Context: an optimization exercise on an open-source flow, tuned for small area, a short achievable clock period and few clock cycles. The choices shown serve that exercise and are no tape-out recipe. RTL that was checked went through simulation tests only; none was proved equivalent to the original. Power and IR drop assume default switching activity.

Setup of build 66:
// laser_line_row_center_core
module laser_line_row_center_core (
  input  logic                 clk,
  input  logic                 rst_n,
  input  logic                 in_valid,
  output logic                 in_ready,
  input  logic [PIX_W-1:0]     in_pixel,
  input  logic                 in_frame_start,
  output logic                 out_valid,
  input  logic                 out_ready,
  output logic [ROW_W-1:0]     out_row_index,
  output logic [IDX_W-1:0]     out_center_col,
  output logic                 out_found,
  input  logic                 cfg_we,
  input  logic [CFG_IDX_W-1:0] cfg_idx,
  input  logic [CFG_W-1:0]     cfg_data
);
  logic [11:0] w_arch;
  logic [6:0]  l_arch;
  logic [10:0] wm1;       
  logic [6:0]  len;       
  logic        act;       
  logic        lnz;       
  logic        l1;        
  logic [10:0] tcm1;      
  logic [11:0] w_in;      
  logic [6:0]  l_in;      
  always_comb begin
    if (cfg_data[11] && (cfg_data[10:0] != 11'd0)) w_in = 12'd2048;
    else if (cfg_data[11:1] == 11'd0)              w_in = 12'd2;
    else                                           w_in = cfg_data;
    l_in = (cfg_data[6] && (cfg_data[5:0] != 6'd0)) ? 7'd64 : cfg_data[6:0];
  end
  localparam logic [1:0] ST_RUN = 2'd0, ST_CLR = 2'd1, ST_ADD = 2'd2;
  logic        rst_q;     
  logic [1:0]  st;
  logic        pending;
  logic        owed;
  logic        rdy_r;
  logic        go_r;
  logic [6:0]  sel;       
  logic        a_v, a_fs;
  logic [7:0]  a_pix;
  logic [7:0]  pjr;       
  logic [10:0] c_r;
  logic        rfs_r;
  logic [511:0] sr;
  logic        b_pv, b_rst, b_resp, b_j0, b_last, b_rfs;
  logic [10:0] b_x;       
  logic [10:0] b_y;       
  logic [13:0] s_r;
  logic        d_pv, d_rst, d_resp, d_j0, d_last, d_rfs;
  logic signed [15:0] d_r;
  logic signed [15:0] mx_v, mn_v;
  logic [10:0] mx_c, mn_c, cd_r;
  logic        mx_s, mn_s;
  logic        e_ev, e_rfs;
  logic        o_v, o_found;
  logic [11:0] o_idx;
  logic [10:0] o_cen;
  logic [10:0] c_eff, c_nxt, c_new;
  logic        ge_r;      
  logic        z_r;       
  logic        a_last, a_ge, a_rm, a_rst, a_j0, a_rfs;
  logic [7:0]  rd;
  logic [10:0] pp0, pp1, pp2, pp3, pp4, pp5;
  logic        empty, apply, more;
  logic        s_clr;
  ...
==> flow/config.mk <==
export PLATFORM = sky130hd
export DESIGN_NAME = laser_line_row_center_core
export DESIGN_NICKNAME = laser_line_row_center_core
export VERILOG_FILES = /design/flow/design.v
export SDC_FILE = /design/flow/constraint.sdc
export NUM_CORES = 4
export LEC_CHECK = 0
export CAP_MARGIN = 20
export CORE_MARGIN = 2
export CORE_UTILIZATION = 65
export CTS_CLUSTER_DIAMETER = 80
export CTS_CLUSTER_SIZE = 24
export SLEW_MARGIN = 60
==> flow/constraint.sdc <==
create_clock -name core_clock -period 12.0 [get_ports {clk}]
set_input_delay 2.4000 -clock core_clock [delete_from_list [all_inputs] [get_ports {clk}]]
set_output_delay 2.4000 -clock core_clock [all_outputs]
set_load 0.01 [all_outputs]
standard.sh (not shown) runs the stock make flow with config.mk's settings and CLKGATE_MAP_FILE= SYNTH_SCRIPT=/design/flow/synth_recipe.tcl, a recipe that flattens the netlist after the stock synthesis.
==> flow/flow/run.sh <==
#!/bin/bash
# Standard ORFS layout (the standard.sh, standard synthesis unchanged);
# only the timing repair is asked for more: a setup margin of 8.45 ns, so it
# works towards about 3.55 ns of the 12 ns period. The SDC, the clock period
# and the IO constraints are unchanged. make's full output goes to
# orfs_make.log; ORFS keeps each step's log under orfs/logs.
set -euo pipefail
bash standard.sh SETUP_SLACK_MARGIN=8.45 finish > orfs_make.log 2>&1
Testbench counts of build 66, summed over its fixed seeds: cycles 48,992.
Input changes introduced in build 52 (baseline for comparison: build 66):
Settings: CTS_CLUSTER_DIAMETER: 80 -> 90; CTS_CLUSTER_SIZE: 24 -> 27; CORE_UTILIZATION: 65 -> 55.
Findings:
- Every stage of the flow completed for build 52, and the final layout passed the timing, DRC and antenna checks.
- Summary of build 52 over build 66: worst setup slack now larger, via count decreased 544, final cell utilization of the core saw a decrease.
- Against build 66, via count of the first global-routing pass in build 52 rose slightly.
- ~same final-stage net count in build 66 and build 52
- End point of the critical path: w_arch[4] -> build 66, out_row_index[0] -> build 52
- Re worst vdd rail ir drop: build 66 and build 52 aren't equal, and the lower value belongs to build 52.
- In build 52 relative to build 66, final standard cell area without fillers had gone up slightly.
- Of build 66 and build 52, the run reporting the lower clock skew was build 66.
- Delta (build 52 minus build 66): number of clock-tree buffers in the layout shows a reduction of about 11%; period utilization shows a reduction of 0.17 points.
Here is what was changed in the inputs of build 89 compared with build 52.
Settings: CTS_CLUSTER_DIAMETER: 90 -> 80; CTS_CLUSTER_SIZE: 27 -> 24.
Results
Build 89 vs. build 52: peak per-stage delay on the critical path ~0 delta; clock network fraction of design power has increased; power rose by about 0.8%; part of the cycle the worst path needs roughly the same; overall track demand over capacity in global routing did not really move.
Via count of build 89 is on par with build 52.
Slowest stage cell on the critical path: edfxtp_1 -> build 89, dfxtp_4 -> build 52
Build 89 vs build 52, capture point of the worst path: out_found vs out_row_index[0]
Reported for build 52 and build 89, I/O pin total turned out identical to the last digit.
Build 89 -> build 52: utilization flat
> inputs changed (build 89 -> build 17)
Settings: SLEW_MARGIN now 40, was 60.
[summary]
Build 17 finished end to end and its layout was clean on timing, DRC and antenna. Diff build 89 -> build 17 | clock network fraction of design power | decrease of 0.4 points. Of build 89 and build 17, the higher initial antenna violation count belongs to build 17. First-pass GRT wire length, build 17 vs build 89: down slightly. Lower synthesis-to-finish area growth goes to build 17 over build 89. Build 89 and build 17 ended up with nearly the same period utilization. [compare] base=build 89 new=build 17: placed cell count now sits lower; post-synth design cell area now sits at about the same level; met2 usage now sits at about the same level.

* * *

laser_line_row_center_core, a different RTL version from the one above (not shown whole).
Size in the first run: roughly 2700 cells after synthesis, about 770 flip-flops, roughly 53 I/O pins, roughly 0.034 mm² of cells after synthesis.
Settings: LEC_CHECK=0, ABC_CLOCK_PERIOD_IN_PS=3000, CAP_MARGIN=20, CORE_MARGIN=2, CORE_UTILIZATION=35, SLEW_MARGIN=60; clock period 12.0 ns.
==> flow/flow/run.sh <==
#!/bin/bash
# Standard ORFS layout; timing repair aims for 3.6 ns of the 12 ns period
# (setup margin 8.4 ns). The SDC and the clock period are unchanged.
set -euo pipefail
bash standard.sh SETUP_SLACK_MARGIN=8.4 finish > orfs_make.log 2>&1
Edit:
--- a/flow/config.mk
+++ b/flow/config.mk
@@ -10,3 +10,5 @@
 export CORE_MARGIN = 2
-export CORE_UTILIZATION = 35
+export CORE_UTILIZATION = 55
+export CTS_CLUSTER_DIAMETER = 80
+export CTS_CLUSTER_SIZE = 24
 export SLEW_MARGIN = 60
Cell area is lower by about 4.4%.
Area after synthesis does not change.
Die area shrinks by about 36%.
Sequential share of layout area increases by 2.5 points.
Worst setup slack got worse by 5.4 ps.
Cell count went down by 13%.
Worst hold slack improves by 28 ps.
Non-clock buffer count grows by 11.
Global-route usage climbs by 12 points.
Clock-buffer cell count is lower by 51.
Function was not checked in any run of this note: the RTL went through the layout flow alone.

## what the ideal ports hide
In the flow no input, the clock included, has a driving cell. The finished layouts below were timed again as built, in two steps. Step 1: set_driving_cell puts a clkbuf_16 on clk and a buf_2 on each other input, an assumption about the parent block. Step 2 moves the port delays by t, midway between the first and last clock arrival at a register: inputs arrive t later, outputs are due t later. That takes back most of the time a late clock gives input paths. Three values: ideal ports, drivers, drivers and shift; two values: the first two.
run | shift t [ns] | setup slack, ns | worst setup path at the end
build 66 | 0.667 | 8.479 / 8.421 / 7.855 | input to register
build 52 | 0.679 | 8.499 / 8.438 / 7.892 | input to register
build 89 | 0.691 | 8.486 / 8.421 / 7.877 | input to register
build 17 | 0.670 | 8.472 / 8.426 / 7.924 | input to register
the first run of note 2 | 0.705 | 8.451 / 8.384 / 7.858 | input to register
the second run of note 2 | 0.673 | 8.446 / 8.377 / 7.885 | input to register
After both steps every run listed still meets setup and hold. For build 66, which loses most, drivers alone change the setup slack by -0.058 ns; drivers and shift together by -0.624 ns.
